Background: an optimization exercise with open tools, aiming at small area, a short achievable clock period and few clock cycles per item. Do not read the settings as production practice.
The RTL was checked by simulation tests, not by an equivalence proof against the original design.
The clock cells of runs 3 to 5 come from the design's own scripts or RTL, not from TritonCTS.
The clock port is modelled as an ideal driver, which makes a skipped or thinned clock tree look cheaper than it is; a real chip needs a root buffer or a tree.
Power and IR drop assume default switching activity.

===== flow/config.mk =====
export PLATFORM = sky130hd
export DESIGN_NAME = pair_broadcast_top
export DESIGN_NICKNAME = pair_broadcast_top
export VERILOG_FILES = /design/flow/design.v
export SDC_FILE = /design/flow/constraint.sdc
export NUM_CORES = 4
export LEC_CHECK = 0
export CAP_MARGIN = 20
export CORE_MARGIN = 2
export CORE_UTILIZATION = 40
export SLEW_MARGIN = 20

===== flow/constraint.sdc =====
create_clock -name core_clock -period 5.5 [get_ports {clk}]
set_input_delay 1.1000 -clock core_clock [delete_from_list [all_inputs] [get_ports {clk}]]
set_output_delay 1.1000 -clock core_clock [all_outputs]
set_load 0.01 [all_outputs]

===== flow/design.v =====
`default_nettype none
package md_bcast_pkg;
	localparam int NUM_CELLS = 4;
	localparam int PARTICLE_ID_WIDTH = 7;
	localparam int FORCE_CREDITS = 4;
	localparam int CREDIT_WIDTH = $clog2(FORCE_CREDITS + 1);
endpackage
`default_nettype wire
`timescale 1ns/1ps
`default_nettype none
import md_bcast_pkg::*;
module cell_pair_filter
(
	input wire clk,
	input wire rst,
	input wire start,
	input wire init,
	input wire [PARTICLE_ID_WIDTH-1:0] own_num,
	input wire [PARTICLE_ID_WIDTH-1:0] nbr_num,
	input wire credit_return,
	output logic pair_valid,
	output logic [PARTICLE_ID_WIDTH-1:0] pair_ref,
	output logic [PARTICLE_ID_WIDTH-1:0] pair_partner,
	output logic pair_phase,
	output logic quiet
);
	localparam int W = PARTICLE_ID_WIDTH;
	logic [W-1:0] r;
	logic [W-1:0] p;
	logic ph;
	logic act;
	logic [CREDIT_WIDTH-1:0] outstanding;
	logic [W-1:0] r_dec;
	logic [W-1:0] p_dec;
	logic [W-1:0] p_dec2;
	logic r_one;
	logic p_hi_zero;
	logic p_le2;
	logic p_one;
	logic nbr_zero;
	logic adv;
	logic col_end;
	logic to_ph1;
	logic succ_act;
	logic next_act;
	logic credits_out;
	logic [W-1:0] next_r;
	logic [W-1:0] next_p;
	logic [CREDIT_WIDTH-1:0] next_outstanding;
	assign r_dec = r - 1'b1;
	assign p_dec = p - 1'b1;
	assign p_dec2 = {p[W-1:1] - 1'b1, p[0]};
	assign r_one = (r[W-1:1] == '0) && r[0];
	assign p_hi_zero = (p[W-1:2] == '0);
	assign p_le2 = p_hi_zero && !(p[1] && p[0]);
	assign p_one = p_hi_zero && !p[1] && p[0];
	assign nbr_zero = (nbr_num == '0);
	assign adv = pair_valid || (init && act);
	assign col_end = adv && r_one;
	assign to_ph1 = !ph && p_le2;
	assign succ_act = !(r_one && (ph ? p_one : (p_le2 && nbr_zero)));
	always_comb
	begin
		if (start || (col_end && (ph || p_le2)))
			next_r = own_num;
		else if (col_end)
			next_r = p_dec2;
		else if (adv)
			next_r = r_dec;
		else
			next_r = r;
	end
	always_comb
	begin
		if (start)
			next_p = own_num;
		else if (col_end && to_ph1)
			next_p = nbr_num;
		else if (col_end)
			next_p = p_dec;
		else
			next_p = p;
	end
	assign next_act = start ? (own_num != '0) : (adv ? succ_act : act);
	always_comb
	begin
		case ({pair_valid, credit_return})
			2'b10: next_outstanding = outstanding + 1'b1;
			2'b01: next_outstanding = outstanding - 1'b1;
			default: next_outstanding = outstanding;
		endcase
	end
	assign credits_out = !credit_return && (outstanding[2] || (outstanding[1] && outstanding[0] && pair_valid));
	always_ff @(posedge clk)
	begin
		r <= next_r;
		p <= next_p;
		if (start)
			ph <= 1'b0;
		else if (col_end && to_ph1)
			ph <= 1'b1;
	end
	always_ff @(posedge clk)
	begin
		if (rst)
		begin
			act <= 1'b0;
			pair_valid <= 1'b0;
			outstanding <= '0;
		end
		else
		begin
			act <= next_act;
			pair_valid <= !start && next_act && !credits_out;
			outstanding <= next_outstanding;
		end
	end
	assign pair_ref = r;
	assign pair_partner = p;
	assign pair_phase = ph;
	assign quiet = !act && !pair_valid && !outstanding[2] && !outstanding[1] && (!outstanding[0] || credit_return);
endmodule
`default_nettype wire
`timescale 1ns/1ps
`default_nettype none
import md_bcast_pkg::*;
module broadcast_controller
(
	input wire clk,
	input wire rst,
	input wire iter_start,
	input wire [NUM_CELLS-1:0] cell_quiet,
	output logic start,
	output logic init,
	output logic iter_done
);
	logic busy;
	logic finish;
	assign finish = busy && !start && (&cell_quiet);
	always_ff @(posedge clk)
	begin
		if (rst)
		begin
			busy <= 1'b0;
			start <= 1'b0;
			init <= 1'b0;
			iter_done <= 1'b0;
		end
		else
		begin
			busy <= iter_start || (busy && !finish);
			start <= iter_start;
			init <= start;
			iter_done <= finish;
		end
	end
endmodule
`default_nettype wire
`timescale 1ns/1ps
`default_nettype none
import md_bcast_pkg::*;
module pair_broadcast_top
(
	input wire clk,
	input wire rst,
	input wire iter_start,
	input wire [NUM_CELLS*PARTICLE_ID_WIDTH-1:0] particle_num,
	input wire [NUM_CELLS-1:0] credit_return,
	output wire [NUM_CELLS-1:0] pair_valid,
	output wire [NUM_CELLS*PARTICLE_ID_WIDTH-1:0] pair_ref,
	output wire [NUM_CELLS*PARTICLE_ID_WIDTH-1:0] pair_partner,
	output wire [NUM_CELLS-1:0] pair_phase,
	output wire iter_done
);
	wire start;
	wire init;
	wire [NUM_CELLS-1:0] cell_quiet;
	broadcast_controller ctrl_i (
		.clk(clk),
		.rst(rst),
		.iter_start(iter_start),
		.cell_quiet(cell_quiet),
		.start(start),
		.init(init),
		.iter_done(iter_done)
	);
	for (genvar i = 0; i < NUM_CELLS; i++)
	begin : g_cell
		cell_pair_filter cell_i (
			.clk(clk),
			.rst(rst),
			.start(start),
			.init(init),
			.own_num(particle_num[i*PARTICLE_ID_WIDTH +: PARTICLE_ID_WIDTH]),
			.nbr_num(particle_num[((i+1)%NUM_CELLS)*PARTICLE_ID_WIDTH +: PARTICLE_ID_WIDTH]),
			.credit_return(credit_return[i]),
			.pair_valid(pair_valid[i]),
			.pair_ref(pair_ref[i*PARTICLE_ID_WIDTH +: PARTICLE_ID_WIDTH]),
			.pair_partner(pair_partner[i*PARTICLE_ID_WIDTH +: PARTICLE_ID_WIDTH]),
			.pair_phase(pair_phase[i]),
			.quiet(cell_quiet[i])
		);
	end
endmodule
`default_nettype wire

===== flow/flow/run.sh =====
#!/bin/bash
# Layout flow: the standard flow (standard.sh, with its standard synthesis
# and the same make targets), with two changes to how cells are picked:
#  - port buffers are buf_2 cells instead of the default clkdlybuf4s50_1;
#  - the slow or3/or4 cell families are kept out of mapping and repair.
# The full make output goes to flow.log in the work folder; ORFS keeps each
# step's own log under orfs/logs/.
set -euo pipefail
PLATFORM_CFG="$FLOW_HOME/platforms/$FLOW_PLATFORM/config.mk"
# the platform's own don't-use list, which a command-line setting replaces
PLAT_DONT_USE=$(sed -n '/DONT_USE_CELLS/,/^#/p' "$PLATFORM_CFG" | grep -o 'sky130_fd_sc_hd__[a-z0-9_]*' | tr '\n' ' ')
EXTRA_DONT_USE=""
for c in or3 or3b or4 or4b or4bb; do
	for s in 1 2 4; do
		EXTRA_DONT_USE+="sky130_fd_sc_hd__${c}_${s} "
	done
done
bash standard.sh \
	"DONT_USE_CELLS=$PLAT_DONT_USE $EXTRA_DONT_USE" \
	"BUFFER_PORTS_ARGS=-buffer_cell sky130_fd_sc_hd__buf_2" \
	finish > flow.log 2>&1

===== flow/standard.sh =====
#!/bin/bash
# synth_recipe.tcl (not shown) runs the flow's synth.tcl, then flattens the netlist and writes it again
# the make line also repeats each setting of config.mk as NAME=value (left out here)
make -C /OpenROAD-flow-scripts/flow DESIGN_CONFIG=/design/flow/config.mk WORK_HOME=/design/flow/orfs CLKGATE_MAP_FILE= SYNTH_SCRIPT=/design/flow/synth_recipe.tcl "${@:-finish}"

==> results.json, run 1 <==
{
  "status": "no timing/DRC/antenna violations",
  "place_area_um2": 6399,
  "ant_nets": 0,
  "slew-limit-headroom": 0.3957,
  "cts_hold_buf": 0,
  "avgSynthCellArea_um2": 9.285,
  "final.setup.tns_ns": 0,
  "place_congestion": 0.8137,
  "cp.required_ns": 5.57,
  "grt_pass1_vias": 4569,
  "clockBufferDepth": 2,
  "cts_tree": "built",
  "clkSinkCount": 84,
  "synth_edf_count": 56,
  "synth_top_cells_by_count": "nand2_1 (77), nor2_1 (72), edfxtp_1 (56)",
  "async_reset_ff_frac": 0,
  "r2r_start": "g_cell[1].cell_i.r[1]$_DFFE_PP_",
  "grt_usage": 0.1944,
  "stdcell_area_um2": 6683,
  "rows": 44,
  "p_switching_uw": 558.9,
  "core-area_um2": 14370,
  "synth.top_cell.area_share": 0.2898,
  "clock_latency_ns": 0.35,
  "pre_cts_ws_ns": 3.019,
  "period_needed_ns": 2.336,
  "dp_hpwl_um": 11430,
  "hp-class": "reg -> reg",
  "yosys_warnings": 2,
  "layout-drive-gt1-share": 0.1905,
  "hold_viol_final": 0,
  "totalWireLength_um": 14900,
  "ys_types": 57,
  "cts-buffers-inserted": 9,
  "cts-htree-levels": 3,
  "maxClockFrequency_mhz": 428.1,
  "worstHoldStart": "ctrl_i.busy$_SDFF_PP0_",
  "die_h_um": 124.4,
  "io_buffers": 99,
  "dp_cells": 882,
  "endpoint_kind": "register",
  "vias_per_cell": 5.300,
  "skew_ns": 0.01045,
  "holdPathEnd": "ctrl_i.busy$_SDFF_PP0_",
  "overflow": 0,
  "antenna_cells": 0,
  "synth-main-ff-cell": "edfxtp_1",
  "tightest_slew_ns": 0.9064,
  "setup_viol": 0,
  "rrSetupSlack_ns": 3.16,
  "synth.area.top_cells": "edfxtp_1 (29%), dfxtp_1 (9.7%), xor2_1 (5.6%)",
  "ctsResizeCount": 0,
  "antenna_found_initial": 0,
  "drtIter0Drc": 353,
  "area_growth_pct": 15.16,
  "seqPwrFrac": 0.459,
  "cp-start-kind": "register",
  "fin_util": 0.4651,
  "ir_worst_vdd_mv": 0.1596,
  "grt_max_degree": 77,
  "drv_slew": 0,
  "power_density_nw_per_um2": 276.0,
  "syn_inst": 625,
  "clockPowerShare": 0.320,
  "ys_seq_area_frac": 0.3864,
  "syn_nets": 688,
  "swShare": 0.3030,
  "yosys.area.top_type": "edfxtp_1",
  "post-synth-top-count-cell": "nand2_1",
  "grt_pass1_wl_um": 24130,
  "cts_setup_buffers": 0,
  "instances_no_fill": 898,
  "worst_slack_ns": 3.164,
  "critPathKind": "reg -> reg",
  "p_int_uw": 1286,
  "die-area_um2": 15490,
  "routedWlPerCell_um": 16.59,
  "drc_errors": 0,
  "io_pins": 100,
  "drv_cap": 0,
  "hold_depth": 2,
  "critPathMaxFanout": 10,
  "cts-root-buf": "clkbuf_16",
  "vias": 4759,
  "finalCritPeriodShare": 0.4247,
  "die_w_um": 124.4,
  "start_util": 0.4039,
  "synth-seq-cells": 84,
  "layout.nets": 772,
  "arrival_ns": 2.40,
  "syn_area_um2": 5803,
  "rsz0062_at_grt": "false",
  "pwr-share-comb": 0.221,
  "p_leak_uw": 0.002736,
  "r2r_cells": 5,
  "clk_pin_slew_ns": 0.06,
  "dr.pass1.iters": 4,
  "rr_endpoint": "g_cell[1].cell_i.p[6]$_DFFE_PP_"
}
[worst max path at each step]
stage / cells after the start / to / slack, ns / startpoint
2_1_floorplan: 7 / g_cell[0].cell_i.outstanding[2]$_SDFFE_PP0P_ / 3.29 / credit_return[0]
3_3_place_gp: 5 / g_cell[0].cell_i.act$_SDFF_PP0_ / 3.11 / particle_num[9]
3_5_place_dp: 8 / g_cell[3].cell_i.outstanding[2]$_SDFFE_PP0P_ / 3.02 / credit_return[3]
4_1_cts: 5 / g_cell[1].cell_i.p[6]$_DFFE_PP_ / 3.16 / g_cell[1].cell_i.r[1]$_DFFE_PP_
5_1_grt: 4 / g_cell[0].cell_i.r[4]$_DFFE_PP_ / 2.97 / g_cell[0].cell_i.r[2]$_DFFE_PP_
6_report: 5 / g_cell[1].cell_i.p[6]$_DFFE_PP_ / 3.16 / g_cell[1].cell_i.r[1]$_DFFE_PP_
[state kept, by name, indices dropped and copies added (netlist names)]
| name | cells |
|---|---|
| ctrl_i.busy | 1 |
| ctrl_i.init | 1 |
| ctrl_i.iter_done | 1 |
| ctrl_i.start | 1 |
| g_cell.cell_i.act | 4 |
| g_cell.cell_i.outstanding | 12 |
| g_cell.cell_i.p | 28 |
| g_cell.cell_i.pair_valid | 4 |
| g_cell.cell_i.ph | 4 |
| g_cell.cell_i.r | 28 |
[critical path: stages, from the launching register on]
cell      delay, ns
edfxtp_1       0.44
nor3b_1        0.43
nand3_2        0.28
nor3_4         0.54
mux2i_1        0.28
o21ai_1        0.07
[layer usage]
metal	vias to the layer above	part of all wire	wire [um]	GRT usage
li1	2345	-	-	-
met1	2291	0.47	6952	0.2586
met2	103	0.48	7110	0.3211
met3	20	0.038	568	0.03393
met4	0	0.018	265	0.06411
met5	-	0	0	0
[power by group through the flow]
stage	combinational [uW]	sequential (uW)	clock [uW]
floorplan	273	853	0
global placement	397	857	0
detailed placement	409	860	0
CTS	412	847	603
global route	461	858	629
finish	408	847	590
[kinds of logic after synthesis]
| group | after synthesis | synth area share |
|---|---|---|
| simple gates | 227 | 0.2107 |
| compound gates | 107 | 0.1104 |
| flops | 84 | 0.3864 |
| buf+inv | 72 | 0.05304 |
| xor+xnor | 63 | 0.09508 |
| mux | 44 | 0.07891 |
| fa+ha+maj | 28 | 0.06555 |
[placed cells by master, fill, tap and decap left out, types with 7 or more instances in the layout]
master and count:
nor3b_1 7, nor3_1 15, xnor2_1 26, buf_2 99, a21o_1 10, edfxtp_1 56, o21ai_0 9, xor2_1 37
clkbuf_16 10, nor2_1 72, nand2_1 77, inv_1 44, ha_1 24, dfxtp_1 27, a31oi_1 10, mux2_1 13
a21oi_1 25, nor4_1 8, mux2i_1 30, o21ai_1 30
[area by class of cell]
type,count,area [um^2]
timing repair buffer,100,503.0
clock inverter,1,5.005
multi-input combinational,469,3253
sequential,84,2243
fill,1401,7686
clock buffer,15,279.0
tap,184,230.2
inverter,45,168.9
[stage by stage]
step / total power [uW] / hold WS (ns)
after detailed placement: 1269 / 0.4818
after global placement: 1253 / 0.4655
final: 1845 / 0.4987
after CTS: 1861 / 0.4926
after global routing: 1949 / 0.5372
after floorplan: 1126 / 0.4430
Testbench counts, summed over its fixed seeds: cycles 99,466, pairs 228,540.
==> run 2, diff against run 1 <==
--- a/flow/design.v
+++ b/flow/design.v
@@ -19,2 +19,4 @@
 	input wire [PARTICLE_ID_WIDTH-1:0] nbr_num,
+	input wire own_zero,
+	input wire nbr_zero,
 	input wire credit_return,
@@ -35,2 +37,3 @@
 	logic [W-1:0] p_dec2;
+	logic [W-2:0] p_hi_dec;
 	logic r_one;
@@ -39,3 +42,2 @@
 	logic p_one;
-	logic nbr_zero;
 	logic adv;
@@ -46,2 +48,4 @@
 	logic credits_out;
+	logic cred_up;
+	logic cred_down;
 	logic [W-1:0] next_r;
@@ -50,4 +54,5 @@
 	assign r_dec = r - 1'b1;
-	assign p_dec = p - 1'b1;
-	assign p_dec2 = {p[W-1:1] - 1'b1, p[0]};
+	assign p_hi_dec = p[W-1:1] - 1'b1;
+	assign p_dec = p[0] ? {p[W-1:1], 1'b0} : {p_hi_dec, 1'b1};
+	assign p_dec2 = {p_hi_dec, p[0]};
 	assign r_one = (r[W-1:1] == '0) && r[0];
@@ -56,3 +61,2 @@
 	assign p_one = p_hi_zero && !p[1] && p[0];
-	assign nbr_zero = (nbr_num == '0);
 	assign adv = pair_valid || (init && act);
@@ -83,11 +87,8 @@
 	end
-	assign next_act = start ? (own_num != '0) : (adv ? succ_act : act);
-	always_comb
-	begin
-		case ({pair_valid, credit_return})
-			2'b10: next_outstanding = outstanding + 1'b1;
-			2'b01: next_outstanding = outstanding - 1'b1;
-			default: next_outstanding = outstanding;
-		endcase
-	end
+	assign next_act = start ? !own_zero : (adv ? succ_act : act);
+	assign cred_up = pair_valid && !credit_return;
+	assign cred_down = credit_return && !pair_valid;
+	assign next_outstanding[0] = outstanding[0] ^ (pair_valid ^ credit_return);
+	assign next_outstanding[1] = (cred_up || cred_down) ? (outstanding[1] ^ (outstanding[0] ^ cred_down)) : outstanding[1];
+	assign next_outstanding[2] = cred_up ? (outstanding[1] && outstanding[0]) : (outstanding[2] && !cred_down);
 	assign credits_out = !credit_return && (outstanding[2] || (outstanding[1] && outstanding[0] && pair_valid));
@@ -131,2 +132,3 @@
 	input wire iter_start,
+	input wire [NUM_CELLS*PARTICLE_ID_WIDTH-1:0] particle_num,
 	input wire [NUM_CELLS-1:0] cell_quiet,
@@ -134,2 +136,3 @@
 	output logic init,
+	output logic [NUM_CELLS-1:0] cell_zero,
 	output logic iter_done
@@ -139,2 +142,7 @@
 	assign finish = busy && !start && (&cell_quiet);
+	always_ff @(posedge clk)
+	begin
+		for (int i = 0; i < NUM_CELLS; i++)
+			cell_zero[i] <= (particle_num[i*PARTICLE_ID_WIDTH +: PARTICLE_ID_WIDTH] == '0);
+	end
 	always_ff @(posedge clk)
@@ -176,2 +184,3 @@
 	wire init;
+	wire [NUM_CELLS-1:0] cell_zero;
 	wire [NUM_CELLS-1:0] cell_quiet;
@@ -181,2 +190,3 @@
 		.iter_start(iter_start),
+		.particle_num(particle_num),
 		.cell_quiet(cell_quiet),
@@ -184,2 +194,3 @@
 		.init(init),
+		.cell_zero(cell_zero),
 		.iter_done(iter_done)
@@ -195,2 +206,4 @@
 			.nbr_num(particle_num[((i+1)%NUM_CELLS)*PARTICLE_ID_WIDTH +: PARTICLE_ID_WIDTH]),
+			.own_zero(cell_zero[i]),
+			.nbr_zero(cell_zero[(i+1)%NUM_CELLS]),
 			.credit_return(credit_return[i]),
--- a/flow/config.mk
+++ b/flow/config.mk
@@ -10,2 +10,4 @@
 export CORE_UTILIZATION = 40
+export CTS_BUF_LIST = sky130_fd_sc_hd__clkbuf_4 sky130_fd_sc_hd__clkbuf_8
+export SETUP_SLACK_MARGIN = 3.25
 export SLEW_MARGIN = 20
==> run 2 against run 1 <==
Sequential power rose by 0.9%. Power shrank 10%. Final cell count is 3.2% lower. Critical endpoint is now pair_ref[23].
==> results.json, run 2 <==
{
  "p_leak_uw": 0.002538,
  "status": "no timing/DRC/antenna violations",
  "crit_chain": "buf_2",
  "avgSynthCellArea_um2": 9.239,
  "die_h_um": 120.3,
  "dr.pass1.iters": 5,
  "max_stage_delay_ns": 0.53,
  "skew_ns": 0.008841,
  "rsz0062_at_grt": "true",
  "syn_area_um2": 5414,
  "routedWlPerCell_um": 17.32,
  "hold_viol_final": 0,
  "maxClockFrequency_mhz": 454.6,
  "synth-main-ff-cell": "edfxtp_1",
  "final.setup.tns_ns": 0,
  "post-synth-top-count-cell": "nor2_1",
  "start_util": 0.4088,
  "worst_slack_ns": 3.300,
  "period_needed_ns": 2.200,
  "clkSinkCount": 88,
  "async_reset_ff_frac": 0,
  "critPathKind": "reg -> out",
  "antenna_cells": 0,
  "clockBufferDepth": 2,
  "clk_pin_slew_ns": 0.09,
  "cts_tree": "built",
  "grt_pass1_vias": 4709,
  "top_regs": "g_cell.cell_i.p: 28 flops, g_cell.cell_i.r: 28 flops, g_cell.cell_i.outstanding: 12 flops",
  "layout.nets": 739,
  "stdcell_area_um2": 6467,
  "ys_types": 59,
  "synth.top_cell.area_share": 0.3106,
  "ys_seq_area_frac": 0.4289,
  "endpoint_kind": "output pin",
  "drv_slew": 0,
  "drc_errors": 0,
  "antenna_found_initial": 0,
  "layout-drive-gt1-share": 0.2597,
  "io_buffers": 99,
  "overflow": 0,
  "synth_top_cells_by_count": "nor2_1 (78), nand2_1 (59), edfxtp_1 (56)",
  "cts_hold_buf": 0,
  "cp_num_buf_inv": 1,
  "vias_per_cell": 5.552,
  "critPathMaxFanout": 6,
  "slew-limit-headroom": 0.6320,
  "yosys.area.top_type": "edfxtp_1",
  "cts-htree-levels": 3,
  "vias": 4825,
  "total_power_uw": 1661,
  "fillers": 1294,
  "cts-root-buf": "clkbuf_8",
  "mostFrequentLayoutCells": "buf_2 (99), nor2_1 (78), nand2_1 (59), edfxtp_1 (56), inv_1 (34)",
  "dp_hpwl_um": 11020,
  "slowest_stage": "edfxtp_1",
  "die_w_um": 120.3,
  "arrival_ns": 1.10,
  "synth_edf_count": 56,
  "drtIter0Drc": 335,
  "finalCritPeriodShare": 0.4000,
  "place_congestion": 0.8547,
  "totalWireLength_um": 15050,
  "setup_viol": 0,
  "syn_inst": 586,
  "grt_max_degree": 43,
  "area_growth_pct": 19.46,
  "grt_usage": 0.2121,
  "cp.required_ns": 4.40,
  "ant_nets": 0,
  "rows": 42,
  "drv_cap": 0,
  "cp-start-kind": "register",
  "synth-seq-cells": 88,
  "pre_cts_ws_ns": 2.525,
  "cpLargestDelayFamily": "flip-flops",
  "cts-buffers-inserted": 9,
  "io_pins": 100,
  "clock_latency_ns": 0.38,
  "final_common_cell": "buf_2",
  "synth.area.top_cells": "edfxtp_1 (31%), dfxtp_1 (12%), nor2_1 (5.4%)",
  "core-area_um2": 13240,
  "syn_nets": 637,
  "hp-class": "reg -> reg",
  "place_area_um2": 5991,
  "die-area_um2": 14480,
  "power_density_nw_per_um2": 256.8,
  "ir_worst_vdd_mv": 0.1307,
  "grt_pass1_wl_um": 24010,
  "yosys_warnings": 2,
  "tightest_slew_ns": 0.5519
}
==> run 2: cell types whose count changed in the layout (fill, tap and decap cells not counted), moves of 10 or more <==
cell,change
o21ai_1,-30
mux2i_1,-20
xor2_1,-20
buf_4,+19
nand2_1,-18
mux2_1,-13
nand3_1,+12
o21ai_0,+12
clkbuf_16,-10
inv_1,-10
o311ai_0,+10
==> run 2: kinds of logic after synthesis <==
kind of cell | after synthesis | share of synthesized area
AO/OA/AOI/OAI | 118 | 0.1500
AND/OR/NAND/NOR | 238 | 0.2235
flip-flops | 88 | 0.4289
multiplexers | 20 | 0.03998
adder cells (fa/ha/maj) | 16 | 0.03698
XOR/XNOR | 42 | 0.06794
buffers and inverters | 64 | 0.05269
==> run 2: worst register-to-register path, cell delays in order, from the launching register on <==
cell      delay (ns)
edfxtp_1        0.50
nor4_4          0.43
nand3_4         0.24
nor3_4          0.24
buf_4           0.18
mux2i_1         0.22
a21oi_1         0.09
==> run 2: path summary, 6_finish.rpt <==
| check | start | end | slack (ns) | cells past startpoint |
|---|---|---|---|---|
| hold / removal | ctrl_i.cell_zero[3]$_DFF_P_ | g_cell[3].cell_i.act$_SDFF_PP0_ | 0.45 | 1 |
| setup / recovery | g_cell[3].cell_i.r[2]$_DFFE_PP_ | pair_ref[23] | 3.30 | 1 |
| hold reg to reg | ctrl_i.cell_zero[3]$_DFF_P_ | g_cell[3].cell_i.act$_SDFF_PP0_ | 0.45 | 1 |
| setup reg to reg | g_cell[3].cell_i.r[4]$_DFFE_PP_ | g_cell[3].cell_i.p[1]$_DFFE_PP_ | 3.34 | 6 |
==> run 2: metal layers <==
metal | vias to the layer above | wire, um | GRT usage
met3 | 17 | 772 | 0.03255
li1 | 2334 | - | -
met2 | 169 | 7024 | 0.3406
met4 | 0 | 242 | 0.07631
met1 | 2305 | 7012 | 0.2913
met5 | - | 0 | 0
==> run 2: through the flow <==
step           cells  utilization  hold slack, ns
4_1_cts          865       0.4803          0.4444
5_1_grt          869       0.4884          0.4819
2_1_floorplan    586            -          0.4255
6_report         869       0.4884          0.4493
3_3_place_gp     834       0.4524          0.4516
3_5_place_dp     834       0.4524          0.4428
==> run 2: power by group <==
group	internal [uW]	leakage [uW]	switching [uW]
Sequential	775	0.000796	79.5
Combinational	156	0.00165	188
Clock	220	0.0000967	243
Total	1150	0.00254	510
==> run 2: layout make-up <==
type / instances / area [um^2] / area share
clock buffers: 11 / 138.9 / 0.02147
clock inverters: 5 / 56.30 / 0.008706
inverters: 35 / 131.4 / 0.02031
multi-input cells: 434 / 2940 / 0.4546
flip-flops and latches: 88 / 2323 / 0.3593
well taps: 176 / 220.2 / 0.03405
repair buffers: 120 / 656.9 / 0.1016
==> run 2: timing repair <==
| item | in CTS | in global routing |
|---|---|---|
| buffers inserted | 15 | 4 |
| resized for setup | 16 | 14 |
| endpoints found under the setup margin | 98 | 82 |
| pin swaps | 4 | 5 |
Testbench counts of run 2, summed over its fixed seeds: cycles 99,466, pairs 228,540.
==> run 3, diff against run 2 <==
--- a/flow/flow/run.sh
+++ b/flow/flow/run.sh
@@ -2,5 +2,9 @@
 # Layout flow: the standard flow (standard.sh, with its standard synthesis
-# and the same make targets), with two changes to how cells are picked:
+# and the same make targets), with these changes:
 #  - port buffers are buf_2 cells instead of the default clkdlybuf4s50_1;
-#  - the slow or3/or4 cell families are kept out of mapping and repair.
+#  - the slow or3/or4 cell families are kept out of mapping and repair;
+#  - the clock tree is one level of clkbuf_16 cells built by
+#    flow/clock_tree.tcl (run as the CTS step's PRE hook) instead of
+#    TritonCTS's three-level H-tree; the rest of the CTS step (placement
+#    legalization, timing repair) runs as usual.
 # The full make output goes to flow.log in the work folder; ORFS keeps each
@@ -20,2 +24,3 @@
 	"BUFFER_PORTS_ARGS=-buffer_cell sky130_fd_sc_hd__buf_2" \
+	"PRE_CTS_TCL=$PWD/flow/clock_tree.tcl" \
 	finish > flow.log 2>&1
==> flow/flow/clock_tree.tcl (new file) <==
set nbuf 4
set block [ord::get_db_block]
set clk_net [$block findNet clk]
set master [[ord::get_db] findMaster sky130_fd_sc_hd__clkbuf_16]

set sinks {}
foreach it [$clk_net getITerms] {
	set inst [$it getInst]
	set xy [$inst getLocation]
	lappend sinks [list $it [lindex $xy 0] [lindex $xy 1]]
}
set n [llength $sinks]
puts "manual clock tree: $n sinks, $nbuf buffers"

# split by x into two halves, each half by y into nbuf/2 groups
set by_x [lsort -integer -index 1 $sinks]
set half [expr {($n + 1) / 2}]
set groups {}
foreach part [list [lrange $by_x 0 [expr {$half - 1}]] [lrange $by_x $half end]] {
	set by_y [lsort -integer -index 2 $part]
	set m [llength $by_y]
	set k [expr {$nbuf / 2}]
	for {set g 0} {$g < $k} {incr g} {
		set lo [expr {($m * $g) / $k}]
		set hi [expr {($m * ($g + 1)) / $k - 1}]
		lappend groups [lrange $by_y $lo $hi]
	}
}

set i 0
foreach grp $groups {
	if {[llength $grp] == 0} { continue }
	set sx 0
	set sy 0
	foreach s $grp {
		incr sx [lindex $s 1]
		incr sy [lindex $s 2]
	}
	set cx [expr {$sx / [llength $grp]}]
	set cy [expr {$sy / [llength $grp]}]
	set buf [odb::dbInst_create $block $master "clkbuf_manual_$i"]
	set net [odb::dbNet_create $block "clknet_manual_$i"]
	$net setSigType CLOCK
	foreach s $grp {
		set it [lindex $s 0]
		$it disconnect
		$it connect $net
	}
	[$buf findITerm A] connect $clk_net
	[$buf findITerm X] connect $net
	$buf setLocation $cx $cy
	$buf setPlacementStatus PLACED
	puts "  clkbuf_manual_$i: [llength $grp] sinks at ($cx, $cy)"
	incr i
}

# the flow's CTS step calls clock_tree_synthesis next: the tree is built
proc clock_tree_synthesis { args } {
	puts "clock_tree_synthesis skipped: the clock tree was built by flow/clock_tree.tcl"
	set_propagated_clock [all_clocks]
}
==> run 3 against run 2 <==
Still clean on timing, DRC and antenna. Clock power fell by 34%. Sequential share of layout area rose by 0.51 points. Combinational power barely moved. Final cell count fell by 1.3%. Routed wire length fell by 1.5%. Utilization fell by 0.69 points. Synthesized cell count did not move. Setup slack improved by 0.046 ns. Synthesized area did not move. Power fell by 9.4%. Register-to-register slack barely moved. Highest routed layer unchanged.
==> results.json, run 3 <==
{
  "endpoint_kind": "register",
  "dp_hpwl_um": 11020,
  "synth-seq-cells": 88,
  "arrival_ns": 2.05,
  "grt_pass1_wl_um": 23630,
  "ir_worst_vdd_mv": 0.1369,
  "avgSynthCellArea_um2": 9.239,
  "routedWlPerCell_um": 17.28,
  "top_regs": "g_cell.cell_i.p: 28 flops, g_cell.cell_i.r: 28 flops, g_cell.cell_i.outstanding: 12 flops",
  "area_growth_pct": 17.77,
  "drv_cap": 0,
  "cp_num_buf_inv": 1,
  "drc_errors": 0,
  "period_needed_ns": 2.154,
  "critPathKind": "reg -> reg",
  "vias_per_cell": 5.509,
  "hp-class": "reg -> reg",
  "totalWireLength_um": 14820,
  "syn_nets": 637,
  "rsz0062_at_grt": "false",
  "layout.nets": 735,
  "post-synth-top-count-cell": "nor2_1",
  "ant_nets": 0,
  "place_area_um2": 5991,
  "vias": 4727,
  "final_common_cell": "buf_2",
  "status": "no timing/DRC/antenna violations",
  "ys_types": 59,
  "async_reset_ff_frac": 0,
  "setup_viol": 0,
  "ys_seq_area_frac": 0.4289,
  "pre_cts_ws_ns": 2.525,
  "antenna_cells": 0,
  "yosys.area.top_type": "edfxtp_1",
  "critPathMaxFanout": 12,
  "tightest_slew_ns": 0.5501,
  "drv_slew": 0,
  "rows": 42,
  "worst_slack_ns": 3.346,
  "antenna_found_initial": 0,
  "max_stage_delay_ns": 0.50,
  "dr.pass1.iters": 5,
  "overflow": 0,
  "syn_inst": 586,
  "yosys_warnings": 2,
  "synth.top_cell.area_share": 0.3106,
  "grt_usage": 0.1993,
  "cpLargestDelayFamily": "simple AND/OR/NAND/NOR gates",
  "clock_latency_ns": 0.16,
  "mostFrequentLayoutCells": "buf_2 (99), nor2_1 (78), nand2_1 (59), edfxtp_1 (56), inv_1 (34)",
  "fillers": 1307,
  "finalCritPeriodShare": 0.3916,
  "synth_edf_count": 56,
  "rrSetupSlack_ns": 3.35,
  "place_congestion": 0.8547,
  "grt_max_degree": 43,
  "power_density_nw_per_um2": 235.9,
  "die_w_um": 120.3,
  "layout-drive-gt1-share": 0.2493,
  "synth-main-ff-cell": "edfxtp_1",
  "p_leak_uw": 0.002497,
  "core-area_um2": 13240,
  "maxClockFrequency_mhz": 464.3,
  "cp.required_ns": 5.40,
  "die-area_um2": 14480,
  "die_h_um": 120.3,
  "clk_pin_slew_ns": 0.09,
  "cp-start-kind": "register",
  "regArea_um2": 2323,
  "synth_top_cells_by_count": "nor2_1 (78), nand2_1 (59), edfxtp_1 (56)",
  "slowest_stage": "edfxtp_1",
  "final.setup.tns_ns": 0,
  "start_util": 0.4088,
  "syn_area_um2": 5414,
  "multiInputGateArea_um2": 2937,
  "synth.area.top_cells": "edfxtp_1 (31%), dfxtp_1 (12%), nor2_1 (5.4%)",
  "grt_pass1_vias": 4673,
  "slew-limit-headroom": 0.6332,
  "io_pins": 100,
  "hold_viol_final": 0,
  "cts_hold_buf": 0,
  "skew_ns": 0.006770,
  "io_buffers": 99,
  "crit_chain": "nor4_4 > nand3_4 > nor3_4 > buf_4 > mux2i_1 > a21oi_1",
  "stdcell_area_um2": 6376,
  "drtIter0Drc": 334
}
run 3: cell counts after synthesis:
No cell type changed its count.
run 3: path summary, 6_finish.rpt:
path / startpoint / endpoint / depth (start not counted)
worst max-delay path: g_cell[3].cell_i.r[4]$_DFFE_PP_ / g_cell[3].cell_i.p[1]$_DFFE_PP_ / 6
worst min-delay path: ctrl_i.cell_zero[3]$_DFF_P_ / g_cell[3].cell_i.act$_SDFF_PP0_ / 1
worst max register to register: g_cell[3].cell_i.r[4]$_DFFE_PP_ / g_cell[3].cell_i.p[1]$_DFFE_PP_ / 6
worst min register to register: ctrl_i.cell_zero[3]$_DFF_P_ / g_cell[3].cell_i.act$_SDFF_PP0_ / 1
run 3: logic make-up after synthesis:
logic type / Yosys count / synth area share
flip-flops: 88 / 0.4289
multiplexers: 20 / 0.03998
XOR/XNOR: 42 / 0.06794
AO/OA/AOI/OAI: 118 / 0.1500
buffers and inverters: 64 / 0.05269
adder cells (fa/ha/maj): 16 / 0.03698
AND/OR/NAND/NOR: 238 / 0.2235
run 3: what timing repair did:
action | in CTS | in global routing
gates resized for setup | 19 | 11
pin swaps | 4 | 4
endpoints found under the setup margin | 97 | 72
buffers inserted | 13 | 7
endpoints found under the hold margin | 0 | 0
run 3: report_power, final:
| part | internal (uW) | total (uW) | switching [uW] |
|---|---|---|---|
| Clock | 133 | 307 | 174 |
| Sequential | 775 | 856 | 80.5 |
| Combinational | 156 | 341 | 186 |
run 3: final cells by class:
| cell class | instances | area share |
|---|---|---|
| buffer | 4 | 0.01570 |
| inverter | 35 | 0.02060 |
| timing repair buffer | 121 | 0.1042 |
| tap | 176 | 0.03454 |
| multi-input combinational | 434 | 0.4606 |
| sequential | 88 | 0.3644 |
run 3: metrics by stage:
step | hold WS, ns | total power, uW | utilization | std cells
finish | 0.4583 | 1504 | 0.4815 | 858
global route | 0.4934 | 1580 | 0.4815 | 858
CTS | 0.4596 | 1503 | 0.4732 | 851
detailed placement | 0.4428 | 1197 | 0.4524 | 834
global placement | 0.4516 | 1189 | 0.4524 | 834
floorplan | 0.4255 | 1075 | - | 586
run 3: routing by layer:
layer | up-vias | global-route usage | routed length, um
met5 | - | 0 | 0
met4 | 0 | 0.03052 | 225
met3 | 14 | 0.01415 | 876
met2 | 162 | 0.3359 | 7027
met1 | 2239 | 0.2877 | 6695
li1 | 2312 | - | -
run 3: worst register-to-register path, stage by stage (launching register included):
cell,delay (ns)
edfxtp_1,0.50
nor4_4,0.44
nand3_4,0.25
nor3_4,0.23
buf_4,0.18
mux2i_1,0.22
a21oi_1,0.09
==> run 4, diff against run 3 <==
--- a/flow/config.mk
+++ b/flow/config.mk
@@ -9,5 +9,5 @@
 export CORE_MARGIN = 2
-export CORE_UTILIZATION = 40
-export CTS_BUF_LIST = sky130_fd_sc_hd__clkbuf_4 sky130_fd_sc_hd__clkbuf_8
-export SETUP_SLACK_MARGIN = 3.25
+export CORE_UTILIZATION = 65
+export PLACE_DENSITY = 0.75
+export SETUP_SLACK_MARGIN = 3.35
 export SLEW_MARGIN = 20
==> run 4 against run 3 <==
Largest power group unchanged. Critical path type unchanged. Sequential power is essentially flat. Critical path depth is 2 lower. Global-route usage rose by 10 points. Utilization is 30 points higher. Combinational power rose by 5%. Via count increased by 5.1%. Critical endpoint is now g_cell[1].cell_i.r[0]$_DFFE_PP_. Synthesized cell count unchanged. Final cell count shrank 7.2%. Clock power is 3% lower.
==> results.json, run 4 <==
{
  "clock_latency_ns": 0.16,
  "grt_pass1_wl_um": 21840,
  "p_leak_uw": 0.002544,
  "async_reset_ff_frac": 0,
  "rsz0062_at_grt": "true",
  "slowest_stage": "edfxtp_1",
  "power_density_nw_per_um2": 237.1,
  "vias_per_cell": 6.241,
  "arrival_ns": 2.00,
  "avgSynthCellArea_um2": 9.239,
  "grt_max_degree": 43,
  "critPathMaxFanout": 14,
  "antenna_found_initial": 0,
  "yosys_warnings": 2,
  "yosys.area.top_type": "edfxtp_1",
  "start_util": 0.6656,
  "io_pins": 100,
  "setup_viol": 0,
  "synth.top_cell.area_share": 0.3106,
  "drv_slew": 0,
  "multiInputGateArea_um2": 2969,
  "clk_pin_slew_ns": 0.09,
  "final.setup.tns_ns": 0,
  "max_stage_delay_ns": 0.50,
  "syn_inst": 586,
  "final_common_cell": "buf_2",
  "critPathKind": "reg -> reg",
  "overflow": 0,
  "ys_types": 59,
  "cp.required_ns": 5.42,
  "area_growth_pct": 17.91,
  "hold_viol_final": 0,
  "maxClockFrequency_mhz": 479.7,
  "crit_chain": "nor4_4 > nand3_4 > o21ai_4 > mux2_2",
  "stdcell_area_um2": 6384,
  "die_h_um": 95.27,
  "place_congestion": 0.9599,
  "synth-main-ff-cell": "edfxtp_1",
  "rows": 33,
  "cp-start-kind": "register",
  "die-area_um2": 9075,
  "synth.area.top_cells": "edfxtp_1 (31%), dfxtp_1 (12%), nor2_1 (5.4%)",
  "synth-seq-cells": 88,
  "place_area_um2": 5902,
  "synth_edf_count": 56,
  "vias": 4968,
  "die_w_um": 95.27,
  "status": "no timing/DRC/antenna violations",
  "layout-drive-gt1-share": 0.2576,
  "cts_hold_buf": 0,
  "mostFrequentLayoutCells": "buf_2 (99), nor2_1 (77), nand2_1 (59), edfxtp_1 (56), inv_1 (34)",
  "hp-class": "reg -> reg",
  "fillers": 567,
  "regArea_um2": 2323,
  "routedWlPerCell_um": 18.15,
  "io_buffers": 99,
  "grt_pass1_vias": 4425,
  "drv_cap": 0,
  "layout.nets": 744,
  "synth_top_cells_by_count": "nor2_1 (78), nand2_1 (59), edfxtp_1 (56)",
  "fin_util": 0.7848,
  "dr.pass1.iters": 5,
  "syn_area_um2": 5414,
  "finalCritPeriodShare": 0.3790,
  "skew_ns": 0.01041,
  "core-area_um2": 8134,
  "top_regs": "g_cell.cell_i.p: 28 flops, g_cell.cell_i.r: 28 flops, g_cell.cell_i.outstanding: 12 flops",
  "syn_nets": 637,
  "post-synth-top-count-cell": "nor2_1",
  "worst_slack_ns": 3.415,
  "endpoint_kind": "register",
  "grt_usage": 0.3029,
  "antenna_cells": 0,
  "slew-limit-headroom": 0.6063,
  "ant_nets": 0,
  "period_needed_ns": 2.085,
  "ir_worst_vdd_mv": 0.2107,
  "totalWireLength_um": 14450,
  "dp_hpwl_um": 10420,
  "drc_errors": 0,
  "ys_seq_area_frac": 0.4289,
  "pre_cts_ws_ns": 2.539,
  "drtIter0Drc": 350,
  "tightest_slew_ns": 0.5866
}
## run 4: per-layer routing
| metal | track usage | wire, um | share of wire |
|---|---|---|---|
| met1 | 0.4218 | 5987 | 0.41 |
| met2 | 0.5059 | 6828 | 0.47 |
| met3 | 0.03004 | 1215 | 0.084 |
| met4 | 0.08333 | 418 | 0.029 |
| met5 | 0 | 0 | 0 |
## run 4: where the power goes
part | total [uW] | switching [uW] | internal, uW
sequential | 857 | 82.0 | 775
combinational | 357 | 195 | 162
clock | 299 | 166 | 133
total | 1510 | 443 | 1070
## run 4: stage by stage
stage,hold WS [ns],total power [uW],instances
finish,0.4880,1513,796
global route,0.5177,1584,796
CTS,0.4905,1492,781
detailed placement,0.4704,1194,763
global placement,0.4625,1181,763
floorplan,0.4255,1076,586
## run 4: logic make-up (layout without fill, tap and decap cells)
kind of cell               count (synthesis)  in the layout  share of synthesized area
AOI/OAI and AO/OA                        118            118                     0.1500
xor gates and xnor gates                  42             42                    0.06794
adders and majority gates                 16             16                    0.03698
buffers and inverters                     64            169                    0.05269
DFF                                       88             88                     0.4289
muxes                                     20             20                    0.03998
and+or+nand+nor                          238            238                     0.2235
## run 4: worst max-delay path, delay by kind of cell (launching register included)
kind               cells  cell delay (ns)
AOI/OAI and AO/OA      1             0.31
muxes                  1             0.38
and+or+nand+nor        2             0.65
DFF                    1             0.50
## run 4: worst paths after layout
check                           slack, ns  cells after the start                       startpoint                               to
worst max-delay path                 3.42                      4  g_cell[1].cell_i.r[2]$_DFFE_PP_  g_cell[1].cell_i.r[0]$_DFFE_PP_
worst min-delay path                 0.49                      2           ctrl_i.busy$_SDFF_PP0_           ctrl_i.busy$_SDFF_PP0_
worst max register to register       3.42                      4  g_cell[1].cell_i.r[2]$_DFFE_PP_  g_cell[1].cell_i.r[0]$_DFFE_PP_
worst min register to register       0.49                      2           ctrl_i.busy$_SDFF_PP0_           ctrl_i.busy$_SDFF_PP0_
## run 4: layout make-up
type	count	share of cell area
multi-input combinational	434	0.4651
sequential	88	0.3640
timing repair buffer	130	0.1141
inverter	35	0.02058
tap	105	0.02058
buffer	4	0.01568
## run 4: repair_timing
action	CTS	global route
endpoints found under the setup margin	81	61
buffers inserted	14	15
gates resized for setup	19	11
cloned	0	0
pin swaps	6	7
==> run 5, diff against run 4 <==
--- a/flow/flow/run.sh
+++ b/flow/flow/run.sh
@@ -4,2 +4,4 @@
 #  - port buffers are buf_2 cells instead of the default clkdlybuf4s50_1;
+#  - ABC maps the logic with flow/abc_map.abc (through flow/synth.tcl, which
+#    otherwise runs the standard flow's own synthesis script synth_recipe.tcl);
 #  - the slow or3/or4 cell families are kept out of mapping and repair;
@@ -25,2 +27,3 @@
 	"PRE_CTS_TCL=$PWD/flow/clock_tree.tcl" \
+	"SYNTH_SCRIPT=$PWD/flow/synth.tcl" \
 	finish > flow.log 2>&1
==> flow/flow/abc_map.abc (new file) <==
strash
dch
map -a
topo
stime -c
buffer -c
upsize -c
dnsize -c
==> flow/flow/synth.tcl (new file) <==
# Yosys script for the flow's synthesis: the standard flow's own synthesis script
# (synth_recipe.tcl in the work folder, which runs ORFS's synthesis), with one
# change: ABC maps the logic with flow/abc_map.abc instead of ORFS's
# abc_speed.script. Only the combinational mapping changes; the flip-flops are
# mapped before ABC runs, so they keep the standard synthesis's names and cells.
set abc_map_script [file join [file dirname [file normalize [info script]]] abc_map.abc]
proc abc {args} {
	global abc_map_script
	set i [lsearch -exact $args -script]
	if {$i >= 0} {
		set args [lreplace $args [expr {$i + 1}] [expr {$i + 1}] $abc_map_script]
	}
	yosys abc {*}$args
}
source [file join [file dirname [file dirname [file normalize [info script]]]] synth_recipe.tcl]
==> run 5 against run 4 <==
First-iteration DRC count grew 41%. Synthesized area grew 0.81%. Synthesized cell count grew 9.7%. Global-route usage shrank 1.2 points. Final cell count grew 7.7%. Flip-flop and latch count is the same. Largest cell class unchanged. Largest power group unchanged.
==> results.json, run 5 <==
{
  "grt_util_met3": 0.01581,
  "grt_use_met2": 0.4872,
  "die_h_um": 95.63,
  "top_regs": "g_cell.cell_i.p: 28 flops, g_cell.cell_i.r: 28 flops, g_cell.cell_i.outstanding: 12 flops",
  "maxClockFrequency_mhz": 485.5,
  "overflow": 0,
  "max_stage_delay_ns": 0.49,
  "dr.pass1.iters": 5,
  "syn_nets": 694,
  "slowest_stage": "edfxtp_1",
  "clock_latency_ns": 0.16,
  "endpoint_kind": "output pin",
  "power_density_nw_per_um2": 231.6,
  "synth_edf_count": 56,
  "io_pins": 100,
  "place_congestion": 0.9419,
  "synth_top_cells_by_count": "nand2_1 (85), inv_1 (81), nor2_1 (61)",
  "io_buffers": 99,
  "antenna_cells": 0,
  "rsz0062_at_grt": "true",
  "drv_slew": 0,
  "slew-limit-headroom": 0.5690,
  "drc_errors": 0,
  "start_util": 0.6676,
  "cp_num_buf_inv": 2,
  "rows": 33,
  "grt_usage": 0.2906,
  "vias": 5005,
  "synth-main-ff-cell": "edfxtp_1",
  "final.setup.tns_ns": 0,
  "hold_depth": 1,
  "status": "no timing/DRC/antenna violations",
  "die_w_um": 95.63,
  "hold-worst-slack_ns": 0.4735,
  "p_leak_uw": 0.002730,
  "grt_pass1_wl_um": 21200,
  "cts_hold_buf": 0,
  "synth-seq-cells": 88,
  "area_growth_pct": 15.54,
  "antenna_found_initial": 0,
  "grt_pass1_vias": 4350,
  "avgSynthCellArea_um2": 8.488,
  "totalWireLength_um": 14070,
  "ir_worst_vdd_mv": 0.2180,
  "final_common_cell": "buf_2",
  "critPathKind": "reg -> out",
  "yosys.area.top_type": "edfxtp_1",
  "synth.top_cell.area_share": 0.3081,
  "fillers": 601,
  "routedWlPerCell_um": 16.42,
  "tightest_slew_ns": 0.6464,
  "grt_use_met1": 0.4265,
  "grt.busiest_layer": "met2",
  "stdcell_area_um2": 6306,
  "async_reset_ff_frac": 0,
  "drv_cap": 0,
  "grt_max_degree": 64,
  "syn_inst": 643,
  "hold_viol_final": 0,
  "die-area_um2": 9145,
  "finalCritPeriodShare": 0.3745,
  "skew_ns": 0.008382,
  "dp_hpwl_um": 10620,
  "yosys_warnings": 2,
  "cp-start-kind": "register",
  "setup_viol": 0,
  "r2r_cells": 9,
  "ys_seq_area_frac": 0.4255,
  "period_needed_ns": 2.060,
  "arrival_ns": 0.96,
  "core-area_um2": 8175,
  "ant_nets": 0,
  "cp_num_cells": 2,
  "hp-class": "reg -> reg",
  "synth.area.top_cells": "edfxtp_1 (31%), dfxtp_1 (12%), nand2_1 (5.8%)",
  "layout-drive-gt1-share": 0.2673,
  "layout.nets": 805,
  "crit_chain": "buf_4 > buf_2",
  "clk_pin_slew_ns": 0.09,
  "post-synth-top-count-cell": "nand2_1",
  "place_area_um2": 5976,
  "vias_per_cell": 5.840,
  "syn_area_um2": 5458,
  "drtIter0Drc": 494,
  "cpLargestDelayFamily": "flip-flops",
  "mostFrequentLayoutCells": "buf_2 (99), nand2_1 (84), inv_1 (81), nor2_1 (59), edfxtp_1 (56)",
  "ys_types": 46,
  "critPathMaxFanout": 5,
  "cp.required_ns": 4.40
}
run 5: area by class of cell:
class	instances	area (um^2)	share of cell area
Multi-Input combinational cell	439	2658	0.4214
Sequential cell	88	2323	0.3685
Timing Repair Buffer	124	708.2	0.1123
Inverter	97	385.4	0.06111
Tap cell	105	131.4	0.02083
Buffer	4	100.1	0.01587
run 5: worst reg2reg max path, cell delays in order (launching register included):
cell      delay [ns]
dfxtp_1         0.40
inv_1           0.10
a21oi_1         0.39
nand2_4         0.17
clkinv_2        0.12
nor2_2          0.07
a31oi_4         0.26
buf_12          0.17
a211oi_1        0.05
a21oi_1         0.15
run 5: worst paths after layout:
check | from | end | slack, ns
min reg2reg | ctrl_i.cell_zero[1]$_DFF_P_ | g_cell[1].cell_i.act$_SDFF_PP0_ | 0.47
max | g_cell[3].cell_i.p[0]$_DFFE_PP_ | pair_partner[21] | 3.44
min | ctrl_i.cell_zero[1]$_DFF_P_ | g_cell[1].cell_i.act$_SDFF_PP0_ | 0.47
max reg2reg | g_cell[2].cell_i.pair_valid$_SDFF_PP0_ | g_cell[2].cell_i.r[3]$_DFFE_PP_ | 3.47
run 5: timing repair:
action / 4_1_cts / 5_1_grt
endpoints found under the hold margin: 0 / 0
setup buffers: 0 / 24
setup endpoints to repair: 0 / 60
resized for setup: 0 / 7
run 5: layer usage:
metal  part of all wire  routed length, um
met2               0.48               6749
met5                  0                  0
met1               0.43               6075
met3              0.071               1005
met4              0.017                240
run 5: report_power, final:
part | leakage, uW | internal [uW] | switching (uW) | total, uW
combinational | 0.00189 | 136 | 202 | 338
sequential | 0.000795 | 768 | 52.7 | 821
clock | 0.0000493 | 133 | 168 | 302
total | 0.00273 | 1040 | 423 | 1460
run 5: kinds of logic (layout without fill, tap and decap cells):
logic type | after synthesis | after routing | synth area share
adder cells (fa/ha/maj) | 16 | 16 | 0.03668
buffers and inverters | 116 | 225 | 0.09193
AO/OA/AOI/OAI | 175 | 175 | 0.2068
AND/OR/NAND/NOR | 220 | 220 | 0.1942
XOR/XNOR | 28 | 28 | 0.04493
flip-flops | 88 | 88 | 0.4255
run 5: metrics by stage:
step / utilization / instances / power, uW / setup WS, ns
after CTS: 0.7432 / 833 / 1439 / 3.395
after floorplan: - / 643 / 1040 / 3.587
after detailed placement: 0.7309 / 829 / 1148 / 3.351
after global routing: 0.7714 / 857 / 1526 / 3.308
after global placement: 0.7309 / 829 / 1138 / 3.426
final: 0.7714 / 857 / 1461 / 3.440

static timing again, ports no longer ideal:
In the flow no input, the clock included, has a driving cell. The finished layouts below were timed again as built, in two steps.
Step 1 assumes that a clkbuf_16 drives the clock port and a buf_2 every other input.
Step 2 also shifts input and output timing later by t, the mid clock arrival at the registers, as if the neighbouring blocks saw the same clock.
a / b / c = ideal / step 1 / step 2; a / b = the first two.
| run | t (ns) | setup WS [ns] | clock arrival spread, ns |
|---|---|---|---|
| run 1 | 0.379 | 3.164 / 3.164 / 3.041 | 0.010 / 0.011 |
| run 2 | 0.407 | 3.300 / 3.263 / 3.298 | 0.009 / 0.009 |
| run 3 | 0.239 | 3.346 / 3.346 / 3.299 | 0.007 / 0.007 |
| run 4 | 0.239 | 3.415 / 3.357 / 3.308 | 0.012 / 0.012 |
| run 5 | 0.234 | 3.440 / 3.358 / 3.357 | 0.009 / 0.009 |
After both steps setup and hold are still met in every run listed. For run 1, which loses most, drivers alone change the setup slack by 0.000 ns; drivers and shift together by -0.123 ns.
